From an optimization exercise on the open Yosys and OpenROAD flow, aimed at a short achievable clock period and few clock cycles per item; shortcuts taken in it are not production practice. Where RTL was checked, it was by simulation tests only, not by an equivalence proof against the original. Only the layout flow was run in run 2; the RTL was not checked for function there. No activity file was given, so power comes from the tool's default toggle rates.

==> design/flow/design.v <==
package ecgr_pkg;
  localparam int SAMPLE_W    = 12;
  localparam int ALPHA_W     = 11;
  localparam int THRESH_W    = 12;
  localparam int REFR_W      = 16;
  localparam int NUMER_W     = 16;
  localparam int RATE_W      = 8;
  localparam int CFG_INDEX_W = 3;
  localparam int CFG_DATA_W  = 16;
  localparam logic [ALPHA_W-1:0]  ALPHA_RESET     = 11'd410;
  localparam logic [THRESH_W-1:0] THRESH_RESET    = 12'd2300;
  localparam logic [REFR_W-1:0]   REFR_RESET      = 16'd40;
  localparam logic [NUMER_W-1:0]  NUMER_RESET     = 16'd12000;
  localparam logic [RATE_W-1:0]   RATE_MIN_RESET  = 8'd30;
  localparam logic [RATE_W-1:0]   RATE_MAX_RESET  = 8'd220;
endpackage
module ecgr_div
#(
  parameter int BITS = 2
) (
  input  logic [15:0]     rem_in,
  input  logic [15:0]     divisor,
  input  logic [BITS-1:0] dvd_bits,
  output logic [15:0]     rem_out,
  output logic [BITS-1:0] q_bits
);
  always_comb begin
    logic [16:0] r2;
    logic [16:0] t;
    logic [15:0] r;
    r = rem_in;
    for (int i = BITS - 1; i >= 0; i--) begin
      r2 = {r, dvd_bits[i]};
      t  = r2 - {1'b0, divisor};
      if (!t[16]) begin
        r         = t[15:0];
        q_bits[i] = 1'b1;
      end else begin
        r         = r2[15:0];
        q_bits[i] = 1'b0;
      end
    end
    rem_out = r;
  end
endmodule
module ecgr_seq
#(
  parameter int W     = 22,
  parameter int DEPTH = 32
) (
  input  logic         clk,
  input  logic         rst,
  input  logic         in_valid,
  input  logic [W-1:0] in_data,
  input  logic         out_stall,
  output logic         out_valid,
  output logic [W-1:0] out_data
);
  localparam int AW = $clog2(DEPTH);
  logic [W-1:0] mem [DEPTH];
  logic [AW:0]  wr_ptr;
  logic [AW:0]  rd_ptr;
  logic         nonempty;
  logic         pop;
  assign nonempty = (wr_ptr != rd_ptr);
  assign pop      = !out_valid || !out_stall;
  always_ff @(posedge clk) begin
    if (in_valid) begin
      mem[wr_ptr[AW-1:0]] <= in_data;
    end
    if (pop && nonempty) begin
      out_data <= mem[rd_ptr[AW-1:0]];
    end
  end
  always_ff @(posedge clk) begin
    if (rst) begin
      wr_ptr    <= '0;
      rd_ptr    <= '0;
      out_valid <= 1'b0;
    end else begin
      if (in_valid) begin
        wr_ptr <= wr_ptr + 1'b1;
      end
      if (pop) begin
        out_valid <= nonempty;
        if (nonempty) begin
          rd_ptr <= rd_ptr + 1'b1;
        end
      end
    end
  end
endmodule
module ecgr_datapath
#(
  parameter int DIV_BITS = 2
) (
  input  logic        clk,
  input  logic        rst,
  input  logic [10:0] cfg_alpha,
  input  logic [11:0] cfg_thresh,
  input  logic [15:0] cfg_refr,
  input  logic [15:0] cfg_numer,
  input  logic [7:0]  cfg_rate_min,
  input  logic [7:0]  cfg_rate_max,
  input  logic        in_valid,
  input  logic [11:0] in_x,
  output logic        out_valid,
  output logic [21:0] out_data
);
  localparam int NDIV = 16 / DIV_BITS;
  logic [10:0] a_c;
  logic [10:0] b_c;
  logic [5:0]  bth_one, bth_two, bth_neg;
  logic [31:0] bth_k;
  always_ff @(posedge clk) begin
    logic [10:0] a;
    logic [10:0] b;
    logic [12:0] bx;
    logic [31:0] k;
    a = (cfg_alpha > 11'd1024) ? 11'd1024 : cfg_alpha;
    b = 11'd1024 - a;
    bx = {1'b0, b, 1'b0};
    k = '0;
    for (int i = 0; i < 6; i++) begin
      bth_one[i] <= bx[2*i+1] ^ bx[2*i];
      bth_two[i] <= (bx[2*i+2] & !bx[2*i+1] & !bx[2*i]) | (!bx[2*i+2] & bx[2*i+1] & bx[2*i]);
      bth_neg[i] <= bx[2*i+2] & !(bx[2*i+1] & bx[2*i]);
      if (bx[2*i+2] && !(bx[2*i+1] && bx[2*i])) begin
        k = k + (32'd1 << (2*i)) - (32'd1 << (23 + 2*i));
      end
    end
    a_c   <= a;
    b_c   <= b;
    bth_k <= k;
  end
  logic        v1;
  logic [31:0] xa1;
  always_ff @(posedge clk) begin
    xa1 <= {(22'(in_x) * 22'(a_c)), 10'd0} + bth_k;
    if (rst) v1 <= 1'b0;
    else     v1 <= in_valid;
  end
  logic        v2;
  logic [21:0] s;
  logic [31:0] acc;
  always_comb begin
    logic [22:0] f;
    acc = xa1;
    for (int i = 0; i < 6; i++) begin
      f = ({23{bth_one[i]}} & {1'b0, s}) | ({23{bth_two[i]}} & {s, 1'b0});
      f = f ^ {23{bth_neg[i]}};
      acc = acc + (32'(f) << (2*i));
    end
  end
  always_ff @(posedge clk) begin
    if (rst) begin
      v2 <= 1'b0;
      s  <= 22'd2048 << 10;
    end else begin
      v2 <= v1;
      if (v1) s <= acc[31:10];
    end
  end
  logic        v3;
  logic [11:0] filt3;
  logic        peak3;
  logic        rate3;
  logic [31:0] dvs3;
  logic [21:0] p1, p2;
  logic [31:0] dst;      
  logic        seen;
  logic [31:0] gap;
  logic        is_peak;
  assign gap     = dst + 1'b1;
  assign is_peak = (gap > 32'(cfg_refr)) && (p1 > p2) && (p1 > s) && (p1 > {cfg_thresh, 10'd0});
  always_ff @(posedge clk) begin
    if (rst) begin
      v3   <= 1'b0;
      p1   <= 22'd2048 << 10;
      p2   <= 22'd2048 << 10;
      dst  <= '0;
      seen <= 1'b0;
    end else begin
      v3 <= v2;
      if (v2) begin
        p1   <= s;
        p2   <= p1;
        dst  <= is_peak ? 32'd1 : gap;
        seen <= seen | is_peak;
      end
    end
  end
  always_ff @(posedge clk) begin
    filt3 <= s[21:10];
    peak3 <= is_peak;
    rate3 <= is_peak && seen && (dst != 32'd0);
    dvs3  <= dst;
  end
  logic        dv   [NDIV+1];
  logic [11:0] dfilt[NDIV+1];
  logic        dpeak[NDIV+1];
  logic        drate[NDIV+1];
  logic        dbig [NDIV+1];
  logic [15:0] ddvs [NDIV+1];
  logic [15:0] drem [NDIV+1];
  logic [15:0] dq   [NDIV+1];
  assign dv[0]    = v3;
  assign dfilt[0] = filt3;
  assign dpeak[0] = peak3;
  assign drate[0] = rate3;
  assign dbig[0]  = (dvs3[31:16] != 16'd0);
  assign ddvs[0]  = dvs3[15:0];
  assign drem[0]  = '0;
  assign dq[0]    = '0;
  for (genvar g = 0; g < NDIV; g++) begin : g_div
    logic [15:0]         rem_n;
    logic [DIV_BITS-1:0] qb;
    ecgr_div #(.BITS(DIV_BITS)) u_step (
      .rem_in  (drem[g]),
      .divisor (ddvs[g]),
      .dvd_bits(cfg_numer[15-g*DIV_BITS -: DIV_BITS]),
      .rem_out (rem_n),
      .q_bits  (qb)
    );
    always_ff @(posedge clk) begin
      if (rst) dv[g+1] <= 1'b0;
      else     dv[g+1] <= dv[g];
      dfilt[g+1] <= dfilt[g];
      dpeak[g+1] <= dpeak[g];
      drate[g+1] <= drate[g];
      dbig[g+1]  <= dbig[g];
      ddvs[g+1]  <= ddvs[g];
      drem[g+1]  <= rem_n;
      dq[g+1]    <= {dq[g][15-DIV_BITS:0], qb};
    end
  end
  logic        vh;
  logic [11:0] filth;
  logic        peakh;
  logic        updh;
  logic [9:0]  sumh;
  logic [2:0]  fillh;
  logic [7:0]  hist [4];
  logic [1:0]  ptr;
  logic [2:0]  fill;
  logic [9:0]  sum;
  logic [15:0] bpm;
  logic        upd;
  logic [9:0]  sum_n;
  logic [2:0]  fill_n;
  assign bpm    = dbig[NDIV] ? 16'd0 : dq[NDIV];
  assign upd    = drate[NDIV] && (bpm >= 16'(cfg_rate_min)) && (bpm <= 16'(cfg_rate_max));
  assign sum_n  = sum - 10'(hist[ptr]) + 10'(bpm[7:0]);
  assign fill_n = (fill == 3'd4) ? 3'd4 : fill + 1'b1;
  always_ff @(posedge clk) begin
    if (rst) begin
      vh   <= 1'b0;
      for (int i = 0; i < 4; i++) hist[i] <= '0;
      ptr  <= '0;
      fill <= '0;
      sum  <= '0;
    end else begin
      vh <= dv[NDIV];
      if (dv[NDIV] && upd) begin
        hist[ptr] <= bpm[7:0];
        ptr       <= ptr + 1'b1;
        fill      <= fill_n;
        sum       <= sum_n;
      end
    end
  end
  always_ff @(posedge clk) begin
    filth <= dfilt[NDIV];
    peakh <= dpeak[NDIV];
    updh  <= upd;
    sumh  <= sum_n;
    fillh <= fill_n;
  end
  logic [7:0]  held;
  logic [7:0]  avg;
  logic [20:0] third;
  always_comb begin
    third = 21'(sumh) * 21'd683;
    unique case (fillh)
      3'd1:    avg = sumh[7:0];
      3'd2:    avg = sumh[8:1];
      3'd3:    avg = third[18:11];
      default: avg = sumh[9:2];
    endcase
  end
  always_ff @(posedge clk) begin
    if (rst) begin
      held      <= '0;
      out_valid <= 1'b0;
    end else begin
      out_valid <= vh;
      if (vh && updh) held <= avg;
    end
  end
  always_ff @(posedge clk) begin
    out_data <= {filth, peakh, updh, (updh ? avg : held)};
  end
endmodule
module ecg_r_peak_heart_rate
#(
  parameter int AVG_DEPTH   = 4,
  parameter int FRAC_BITS   = 10,
  parameter int COUNT_WIDTH = 32
) (
  input  logic                   clk,
  input  logic                   rst,
  input  logic                   sample_valid,
  output logic                   sample_stall,
  input  logic [ecgr_pkg::SAMPLE_W-1:0]    adc_sample,
  output logic                   result_valid,
  input  logic                   result_stall,
  output logic [ecgr_pkg::SAMPLE_W-1:0]    filtered_sample,
  output logic                   peak_flag,
  output logic                   rate_updated,
  output logic [ecgr_pkg::RATE_W-1:0]      heart_rate,
  input  logic                   cfg_valid,
  output logic                   cfg_ready,
  input  logic [ecgr_pkg::CFG_INDEX_W-1:0] cfg_index,
  input  logic [ecgr_pkg::CFG_DATA_W-1:0]  cfg_data
);
  localparam int QDEPTH = 32;
  logic [10:0] cfg_alpha;
  logic [11:0] cfg_thresh;
  logic [15:0] cfg_refr;
  logic [15:0] cfg_numer;
  logic [7:0]  cfg_rate_min;
  logic [7:0]  cfg_rate_max;
  assign cfg_ready = 1'b1;
  always_ff @(posedge clk) begin
    if (rst) begin
      cfg_alpha    <= ecgr_pkg::ALPHA_RESET;
      cfg_thresh   <= ecgr_pkg::THRESH_RESET;
      cfg_refr     <= ecgr_pkg::REFR_RESET;
      cfg_numer    <= ecgr_pkg::NUMER_RESET;
      cfg_rate_min <= ecgr_pkg::RATE_MIN_RESET;
      cfg_rate_max <= ecgr_pkg::RATE_MAX_RESET;
    end else if (cfg_valid) begin
      case (cfg_index)
        3'd0: cfg_alpha    <= cfg_data[10:0];
        3'd1: cfg_thresh   <= cfg_data[11:0];
        3'd2: cfg_refr     <= cfg_data[15:0];
        3'd3: cfg_numer    <= cfg_data[15:0];
        3'd4: cfg_rate_min <= cfg_data[7:0];
        3'd5: cfg_rate_max <= cfg_data[7:0];
        default: begin
        end
      endcase
    end
  end
  logic        v0;
  logic [11:0] x0;
  logic        dlv;
  logic [5:0]  pending;    
  always_ff @(posedge clk) begin
    x0 <= adc_sample;
    if (rst) begin
      v0           <= 1'b0;
      dlv          <= 1'b0;
      pending      <= '0;
      sample_stall <= 1'b1;
    end else begin
      v0           <= sample_valid && !sample_stall;
      dlv          <= result_valid && !result_stall;
      pending      <= pending + 6'(v0) - 6'(dlv);
      sample_stall <= (7'(pending) + 7'(v0) + 7'd2) > 7'(QDEPTH);
    end
  end
  logic        dp_valid;
  logic [21:0] dp_data;
  logic [21:0] q_data;
  ecgr_datapath u_datapath (
    .clk         (clk),
    .rst         (rst),
    .cfg_alpha   (cfg_alpha),
    .cfg_thresh  (cfg_thresh),
    .cfg_refr    (cfg_refr),
    .cfg_numer   (cfg_numer),
    .cfg_rate_min(cfg_rate_min),
    .cfg_rate_max(cfg_rate_max),
    .in_valid    (v0),
    .in_x        (x0),
    .out_valid   (dp_valid),
    .out_data    (dp_data)
  );
  ecgr_seq #(.W(22), .DEPTH(QDEPTH)) u_queue (
    .clk      (clk),
    .rst      (rst),
    .in_valid (dp_valid),
    .in_data  (dp_data),
    .out_stall(result_stall),
    .out_valid(result_valid),
    .out_data (q_data)
  );
  assign filtered_sample = q_data[21:10];
  assign peak_flag       = q_data[9];
  assign rate_updated    = q_data[8];
  assign heart_rate      = q_data[7:0];
endmodule
==> design/flow/run.sh <==
#!/bin/bash
# synth_recipe.tcl (not shown) runs the flow's synth.tcl, then flattens the netlist and writes it again
# the make line also repeats each setting of config.mk as NAME=value (left out here)
make -C /OpenROAD-flow-scripts/flow DESIGN_CONFIG=/design/flow/config.mk WORK_HOME=/design/flow/orfs CLKGATE_MAP_FILE= SYNTH_SCRIPT=/design/flow/synth_recipe.tcl finish
==> design/flow/config.mk <==
export PLATFORM = sky130hd
export DESIGN_NAME = ecg_r_peak_heart_rate
export DESIGN_NICKNAME = ecg_r_peak_heart_rate
export VERILOG_FILES = /design/flow/design.v
export SDC_FILE = /design/flow/constraint.sdc
export NUM_CORES = 4
export LEC_CHECK = 0
export CAP_MARGIN = 20
export CORE_MARGIN = 2
export CORE_UTILIZATION = 40
export SLEW_MARGIN = 20
==> design/flow/constraint.sdc <==
create_clock -name core_clock -period 10.0 [get_ports {clk}]
set_input_delay 2.0000 -clock core_clock [delete_from_list [all_inputs] [get_ports {clk}]]
set_output_delay 2.0000 -clock core_clock [all_outputs]
set_load 0.01 [all_outputs]
==> summary.txt, run 1 <==
status no timing/DRC/antenna violations; Worst path max stage delay ~0.62 ns; Worst EP arrival 7.98 ns; final instance area about 88000 sq um; Initial Util 40.3%; vias per cell 5.25; Clock Latency Late Sink 0.83 ns; post_cts resized 0; CP delay by family, top adder cells; 1st-pass router iterations 6; Residual DRC 0; power density cells 370 nW/um^2; pin count of the biggest net entering global routing 104; post-CTS repair timing setup buffer count 0; Synth Warn # 20; register area share after synthesis between 40% and 50%; layout cells sized above 1 12.1%; synthesized area per cell between 10 and 15 sq um; H-tree depth 4; CTS root buf clkbuf_16; Sink Count roughly 1600; fin nets 7372; CTS tree yes; CTS Hold Bufs 0; Reg2Reg Setup Slack 2.71 ns; shortest period the worst path allows 7.29 ns; GRT Overall Usage 18.2%; WL per Instance around 19 microns; clock tree buffer depth 3; Top Ports 61; first-pass GRT wire length 286000 microns; synthesized cell area 78800 sq um; Setup CP Type register to register; vias around 50000; FILL cells 17600; Util after Layout 45.1%; VDD IR max 0.427 mV; critical path's slowest cell dfxtp_1; DP Wirelength 121000 microns; Non-Filler Instances about 9300; setup TNS 0 ns; synthesized flop and latch total between 1500 and 2000; antenna violations before repair 8; dominant synthesized flop cell dfxtp_1; crit path max fanout 12; DP Area 82400 sq um; synth-to-layout area growth 11.9%; CTS buffer count 165; Max Freq 0.137 GHz; Post-DRT Antenna Nets 0; number of synthesized flops with an enable pin 758; Core Area 195000 sq um; final setup fails 0; WL final approximately 180000 microns; vias in the first global route 50400; row count 162; fraction of registers with async set/reset 0%; initial DRC count around 3300; Worst Skew 0.0520 ns; Final Hold Vio Count 0; Pleak 0.0331 uW; die width 448 microns; fin crit share about 73%; worst-margin pin slew 1.11 ns; CP startpoint kind register; grt total ovfl 0; synthesized instance count 6494; DIE HEIGHT approximately 450 microns; Hold Path Class register to register; RSZ-0062 raised after global routing false; Max-cap violations 0; Final Max Tran Viols 0; Worst-path clk slew ~0.060 ns; critical path's most frequent cell fa_1; cell total after placement approximately 9000; CP endpoint kind register; die area around 200000 sq um; routability cong. between 0.8 and 0.9; buffer and inverter count on the worst path 1; Critical Path RT 10.70 ns; Netlist cell types 97; headroom to the max-slew limit 26.0%; PortBufs 59
power by group:
group          switching [uW]  internal (uW)
logic                    9720           8480
clock network            2670           3560
registers                 563           7620
per-stage QoR:
stage | power [uW] | hold WS, ns | setup slack, ns
finish | 32600 | 0.311 | 2.71
detailed placement | 26400 | 0.312 | 2.72
global route | 35600 | 0.317 | 2.17
floorplan | 22600 | 0.310 | 3.28
CTS | 32900 | 0.303 | 2.72
global placement | 26100 | 0.310 | 2.73
cells in the final DEF, fill, tap and decap left out, drive strengths merged, types with 82 or more instances in the layout:
cell type  instances
dfxtp            814
edfxtp           758
inv              597
ha               548
nand2            428
nor2             325
xnor2            293
a21oi            267
fa               234
mux4             228
clkbuf           225
o21ai            177
mux2             139
xor2             138
a22oi            132
nand3             95
mux2i             95
a21o              92
nor3              92
and2              84
buf               82
metal layers:
layer	routed length, microns	vias to the layer above	global-route usage (%)
met4	4230	0	4.95
met5	0	-	0
met2	84900	1037	30.0
met3	7810	256	2.57
met1	83200	24300	24.9
li1	-	23300	-
cells in the mapped netlist (16+ instances only):
cell type	count	share of area, %
a22oi_1	132	1.3
xnor2_1	290	3.2
mux2i_1	95	1.2
fa_1	234	5.9
nand2_1	428	2.0
nor2_1	325	1.5
a31oi_1	22	0.17
mux4_2	228	6.5
a21oi_1	265	1.7
mux2_2	134	1.9
ha_1	548	8.7
nor3_1	92	0.58
or3_1	37	0.29
o31ai_1	23	0.22
o211ai_1	42	0.40
edfxtp_1	758	29
buf_1	58	0.28
and3_1	25	0.20
nor2b_1	70	0.56
a21o_1	92	0.88
o31a_1	16	0.18
nand3_1	94	0.60
nor4_1	26	0.21
clkbuf_1	182	0.87
nand2b_1	73	0.58
and2_1	84	0.67
a211oi_1	36	0.34
o21ai_0	174	1.1
o21bai_1	23	0.22
o21a_1	60	0.57
nand4_1	45	0.36
dfxtp_1	814	21
xor2_1	136	1.5
a22o_1	29	0.32
inv_1	583	2.8
final cells by class:
type | count | area, sq um | share of cell area [%]
Antenna cell | 3 | 7.51 | 0.00852
Clock inverter | 81 | 961 | 1.09
Multi-Input combinational cell | 4088 | 36700 | 41.6
Sequential cell | 1572 | 39100 | 44.3
Inverter | 587 | 2200 | 2.50
Timing Repair Buffer | 140 | 1220 | 1.39
Clock buffer | 225 | 4670 | 5.30
Tap cell | 2624 | 3280 | 3.73
logic make-up after synthesis:
group	share of synthesized area [%]
DFF	49.6
and+or+nand+nor	8.29
AOI/OAI and AO/OA	8.82
buffers and inverters	4.04
adders and majority gates	14.7
muxes	9.74
xor gates and xnor gates	4.86
other	0.00954
state kept, by name (all words and copies together), names as in the netlist, 32 cells and up, named ones only:
signal / flops
u_datapath.hist: 32
u_queue.mem: 704
u_datapath.ddvs: 112
u_datapath.dfilt: 96
u_datapath.dvs3: 32
u_datapath.drem: 112
u_datapath.dq: 72
u_datapath.dst: 32
path summary, 6_finish.rpt:
check	from	to	depth (start not counted)
max reg2reg	u_datapath.a_c[3]	u_datapath.xa1[31]	27
min	u_datapath.dq[2][2]	u_datapath.dq[3][4]	0
min reg2reg	u_datapath.dq[2][2]	u_datapath.dq[3][4]	0
max	u_datapath.a_c[3]	u_datapath.xa1[31]	27
Testbench counts, summed over its fixed seeds: cycles 69,122, items 68,482.
==> run 2: changes to the inputs <==
--- a/design/flow/design.v
+++ b/design/flow/design.v
@@ -93,5 +93,5 @@
 module ecgr_datapath
 #(
-  parameter int DIV_BITS = 2
+  parameter int DIV_BITS = 1
 ) (
   input  logic        clk,
@@ -112,10 +112,10 @@
   logic [10:0] b_c;
   logic [5:0]  bth_one, bth_two, bth_neg;
-  logic [31:0] bth_k;
+  logic [32:0] bth_k;
   always_ff @(posedge clk) begin
     logic [10:0] a;
     logic [10:0] b;
     logic [12:0] bx;
-    logic [31:0] k;
+    logic [32:0] k;
     a = (cfg_alpha > 11'd1024) ? 11'd1024 : cfg_alpha;
     b = 11'd1024 - a;
@@ -127,5 +127,5 @@
       bth_neg[i] <= bx[2*i+2] & !(bx[2*i+1] & bx[2*i]);
       if (bx[2*i+2] && !(bx[2*i+1] && bx[2*i])) begin
-        k = k + (32'd1 << (2*i)) - (32'd1 << (23 + 2*i));
+        k = k + (33'd1 << (2*i));
       end
     end
@@ -134,30 +134,94 @@
     bth_k <= k;
   end
-  logic        v1;
-  logic [31:0] xa1;
+  logic        vm;
+  logic [21:0] xam;
   always_ff @(posedge clk) begin
-    xa1 <= {(22'(in_x) * 22'(a_c)), 10'd0} + bth_k;
-    if (rst) v1 <= 1'b0;
-    else     v1 <= in_valid;
+    xam <= 22'(in_x) * 22'(a_c);
+    if (rst) vm <= 1'b0;
+    else     vm <= in_valid;
   end
-  logic        v2;
-  logic [21:0] s;
-  logic [31:0] acc;
+  logic        vx;
+  logic [32:0] xa_x;     
+  logic [32:0] xab_x;    
+  logic [10:0] b_x;
+  logic [5:0]  one_x, two_x, neg_x;
+  always_ff @(posedge clk) begin
+    if (vm && !rst) begin
+      xa_x  <= 33'({xam, 10'd0}) + bth_k;
+      xab_x <= 33'({xam, 10'd0}) + bth_k + 33'(b_c);
+      b_x   <= b_c;
+      one_x <= bth_one;
+      two_x <= bth_two;
+      neg_x <= bth_neg;
+    end else begin
+      xa_x  <= '0;
+      xab_x <= 33'd1024;
+      b_x   <= 11'd1024;
+      one_x <= 6'b100000;
+      two_x <= '0;
+      neg_x <= '0;
+    end
+    if (rst) vx <= 1'b0;
+    else     vx <= vm;
+  end
+  logic        vl;
+  logic [22:0] ls;
+  logic        lca, lcl;
+  logic [32:0] r1, r2;
+  logic [10:0] low;
+  logic [11:0] blk_a;
+  logic [11:0] blk_b;
+  function automatic void csa(input logic [32:0] x, input logic [32:0] y, input logic [32:0] z,
+                              output logic [32:0] sum, output logic [32:0] cry);
+    sum = x ^ y ^ z;
+    cry = ((x & y) | (x & z) | (y & z)) << 1;
+  endfunction
   always_comb begin
-    logic [22:0] f;
-    acc = xa1;
+    logic [32:0] rows [8];
+    logic [32:0] nxt  [8];
+    logic [32:0] ext;
+    logic [32:0] f;
+    ext = {{10{ls[22]}}, ls};
     for (int i = 0; i < 6; i++) begin
-      f = ({23{bth_one[i]}} & {1'b0, s}) | ({23{bth_two[i]}} & {s, 1'b0});
-      f = f ^ {23{bth_neg[i]}};
-      acc = acc + (32'(f) << (2*i));
+      f = ({33{one_x[i]}} & ext) | ({33{two_x[i]}} & {ext[31:0], 1'b0});
+      f = f ^ {33{neg_x[i]}};
+      rows[i] = f << (2*i);
     end
+    rows[6] = lca ? (33'(b_x) << 11) : 33'd0;
+    rows[7] = lcl ? xab_x : xa_x;
+    csa(rows[0], rows[1], rows[2], nxt[0], nxt[1]);
+    csa(rows[3], rows[4], rows[5], nxt[2], nxt[3]);
+    csa(nxt[0], nxt[1], nxt[2], rows[0], rows[1]);
+    csa(nxt[3], rows[6], rows[7], rows[2], rows[3]);
+    csa(rows[0], rows[1], rows[2], nxt[0], nxt[1]);
+    csa(nxt[0], nxt[1], rows[3], rows[0], rows[1]);
+    r1    = rows[0];
+    r2    = rows[1];
+    low   = {1'b0, r1[9:0]} + {1'b0, r2[9:0]};
+    blk_a = {1'b0, r1[20:10]} + {1'b0, r2[20:10]};
+    blk_b = r1[32:21] + r2[32:21];
   end
   always_ff @(posedge clk) begin
     if (rst) begin
+      vl  <= 1'b0;
+      ls  <= 23'd2048 << 10;
+      lca <= 1'b0;
+      lcl <= 1'b0;
+    end else begin
+      vl  <= vx;
+      ls  <= {blk_b, blk_a[10:0]};
+      lca <= blk_a[11];
+      lcl <= low[10];
+    end
+  end
+  logic        v2;
+  logic [21:0] s;
+  always_ff @(posedge clk) begin
+    if (rst) begin
       v2 <= 1'b0;
       s  <= 22'd2048 << 10;
     end else begin
-      v2 <= v1;
-      if (v1) s <= acc[31:10];
+      v2 <= vl;
+      s  <= ls[21:0] + {10'd0, lca, 11'd0} + 22'(lcl);
     end
   end
--- a/design/flow/config.mk
+++ b/design/flow/config.mk
@@ -6,6 +6,8 @@
 export NUM_CORES = 4
 export LEC_CHECK = 0
+export ABC_CLOCK_PERIOD_IN_PS = 3500
 export CAP_MARGIN = 20
 export CORE_MARGIN = 2
 export CORE_UTILIZATION = 40
+export SETUP_SLACK_MARGIN = 5
 export SLEW_MARGIN = 20
==> run 2 against run 1 <==
First-iteration DRC count decreased by 5.7%. Highest routed layer unchanged. Clock-buffer cell count is 54 higher. Critical path depth is 8 lower. Die area rose by 17%. Largest cell class unchanged.
==> summary.txt, run 2 <==
area share of the largest cell type after synthesis 29.6% (+0.70 points); vias in the first global route 55800 (+11%); Sink Count 2125 (+35%); GRT Overall Usage 16.3% (-1.8 points); reg2reg start u_datapath.b_x[0]; fin crit share 48.7% (-24 points); CP delay by family, top adder cells; ranking of synthesized cells by area dfxtp_1 30%, edfxtp_1 25%, ha_1 7.5%, fa_1 5.8%, mux4_2 5.6%; sequential power share 37.4% (+12 points); WL per Instance 17.9 microns (-7.1%); CP startpoint kind register; DIE HEIGHT 485 microns (+8.3%); routability cong. 0.847 (-0.32%); dominant cell by count in the synthesized netlist dfxtp_1; Clock Latency Late Sink 0.86 ns (+0.03 ns); Max-cap violations 0 (unchanged); synth-to-layout area growth 13.5%; Top Ports 61 (unchanged); fraction of registers with async set/reset 0% (unchanged); Worst-path clk slew 0.06 ns (about the same); vias per cell 5.06 (-3.5%); combinational family with the most area after synthesis adder cells; Sw Ratio 31.7% (-8.0 points); crit path max fanout 25 (+13); Initial Util 40.2% (-0.14 points); H-tree depth 4 (unchanged); buffer and inverter count on the worst path 2 (+1); post-synthesis adder-cell area fraction 13.3% (-1.4 points); CTS buffer count 216 (+31%); die width 485 microns (+8.3%); most frequent cells after synthesis 1367 x dfxtp_1, 773 x inv_1, 758 x edfxtp_1, 555 x ha_1, 399 x nor2_1; Worst EP arrival 5.57 ns (-2.41 ns); most frequent cells in the layout 1302 x dfxtp_1, 769 x inv_1, 758 x edfxtp_1, 550 x ha_1, 375 x nor2_1; r2r worst-path depth 19 (-30%); hold path depth 0 (unchanged); commonest non-fill, non-tap cell in the layout dfxtp_1; Post-DRT Antenna Nets 0 (unchanged); Psw 8890 uW (-31%); critical path's slowest cell fa_1; DP Wirelength 126000 microns (+4.2%); Max Freq 0.205 GHz (+50%); CP Cell Sequence buf_6 -> a22oi_2 -> xor2_2 -> fa_1 -> fa_1 -> fa_1 -> fa_1 -> inv_1 -> ha_2 -> fa_2 -> a21o_1 -> a21oi_2 -> o21bai_1 -> a21oi_2 -> o21bai_1 -> a21oi_2 -> o21ai_2 -> xnor2_1 -> nor2_1; post-synthesis compound-gate area fraction 6.58% (-2.2 points); Setup CP Type register to register; Clock power frac 29.1% (+10 points); Pleak 0.0394 uW (+19%); grt total ovfl 0 (unchanged); worst setup margin 5.13 ns (+2.42 ns); worst-margin pin slew 1.10 ns (-0.00621 ns); status no timing/DRC/antenna violations; Worst R2R End u_datapath.ls[10]; synthesized area per cell 12.5 sq um (+2.9%); synthesized flop and latch total 2125 (+35%); shortest period the worst path allows 4.87 ns (-2.42 ns); DP Worst Slack 4.28 ns (+1.56 ns); Final Hold Vio Count 0 (unchanged); min-delay src u_datapath.filt3[11]; PortBufs 59 (unchanged); fin nets 8375 (+14%); die area 235000 sq um (+17%); dominant synthesized flop cell dfxtp_1; Core Area 230000 sq um (+18%); CTS Hold Bufs 0 (unchanged); antenna violations before repair 1 (-7); headroom to the max-slew limit 26.4% (+0.41 points); Pint 19100 uW (-2.6%); synthesized cell area 92400 sq um (+17%); Critical Path RT 10.70 ns (about the same); layout cells sized above 1 14.3% (+2.2 points); final setup fails 0 (unchanged); Worst setup startpoint u_datapath.b_x[0]; CTS root buf clkbuf_16; first-pass GRT wire length 307000 microns (+7.0%); clock tree buffer depth 3 (unchanged); Hold Path Sink u_datapath.dfilt[1][11]; RSZ-0062 raised after global routing true; VDD IR max 0.489 mV (+15%); Final Max Tran Viols 0 (unchanged); XOR/XNOR share of the synthesized area 4.58% (-0.28 points); Residual DRC 0 (unchanged); Worst Skew 0.0820 ns (+0.0299 ns); Netlist cell types 80 (-18%); pin count of the biggest net entering global routing 172 (+65%); Synth Warn # 24 (+20%); Hold Path Class register to register; vias 54300 (+11%); post-synthesis mux area share 9.62% (-0.12 points); leading area contributor after synthesis dfxtp_1; register area share after synthesis 54.2% (+4.6 points); number of synthesized flops with an enable pin 758 (unchanged); CP endpoint kind register; row count 176 (+8.6%); Simple-Gate Fraction of Synth Area 7.47% (-0.82 points); CTS tree yes; max reg flops 704 (unchanged); initial DRC count 3138 (-5.7%); WL final 193000 microns (+7.0%); Reg2Reg Setup Slack 5.13 ns (+2.42 ns); synthesized instance count 7405 (+14%); setup TNS 0 ns (unchanged); critical path's most frequent cell fa_1; 1st-pass router iterations 6 (unchanged); Worst path max stage delay 0.59 ns (-0.03 ns); power density cells 267 nW/um^2 (-28%); combinational share of power 33.6% (-22 points)
-- run 2: worst max path at each step --
stage	depth (start not counted)	endpoint
after CTS	20	u_datapath.ls[10]
after detailed placement	21	u_datapath.ls[21]
final	19	u_datapath.ls[10]
after global routing	19	u_datapath.ls[22]
after floorplan	22	u_datapath.ls[21]
after global placement	21	u_datapath.ls[21]
-- run 2: kinds of logic after synthesis --
kind of cell	count (synthesis)
AOI/OAI and AO/OA	939
xor gates and xnor gates	482
adders and majority gates	822
buffers and inverters	1032
DFF	2125
muxes	571
other	2
and+or+nand+nor	1432
-- run 2: final cells by class --
class                      count  area (sq um)
antenna                        4          10.0
sequential                  2125         50300
inverter                     774          2910
timing repair buffer         146          1480
fill                       20700        125000
clock buffer                 279          6000
multi-input combinational   4254         39000
clock inverter               128          1410
tap                         3026          3790
-- run 2: power groups by stage --
stage	registers, uW	logic (uW)	clock network [uW]
2_1_floorplan	10400	7360	0
3_3_place_gp	10600	8920	0
3_5_place_dp	10600	9100	0
4_1_cts	10500	9250	8380
5_1_grt	10600	10700	8730
6_report	10500	9410	8150
-- run 2: metal layers --
metal,vias up,track usage (%),routed length (microns)
li1,26000,-,-
met1,27000,21.4,85100
met2,1114,28.1,94800
met3,289,2.29,8540
met4,0,4.69,4320
met5,-,0,0
-- run 2: repair_timing --
item,CTS,global route
gates resized for setup,97,80
gates cloned,1,3
setup buffers,2,13
pin swaps,4,27
endpoints found under the setup margin,28,48
-- run 2: metrics by stage --
stage	power, uW	cells	utilization, %	instance area [sq um]	hold WS, ns
2_1_floorplan	17700	7411	-	92500	0.310
6_report	28000	10700	45.6	105000	0.257
5_1_grt	30000	10700	45.6	105000	0.250
3_5_place_dp	19800	10300	42.0	96600	0.312
4_1_cts	28100	10700	45.4	104000	0.238
3_3_place_gp	19500	10300	42.0	96600	0.310

-- static timing again, ports no longer ideal --
No port has a modelled driver above. Below, the same layouts with a new extraction and two added sets of constraints. Step 1 assumes that a clkbuf_16 drives the clock port and a buf_2 every other input. Step 2 times the ports against the registers' clock, not the clock port: input delays grow and output delays shrink by t, the midpoint of the rising clock arrivals with the driver on. Slacks: no drivers / after step 1 / after step 2; pairs: no drivers / after step 1.
run	t, ns	setup slack, ns	clock arrival spread, ns
run 1	0.895	2.715 / 2.715 / 2.715	0.062 / 0.062
run 2	0.921	5.130 / 5.130 / 5.130	0.102 / 0.102
After both steps setup and hold are still met in every run listed.
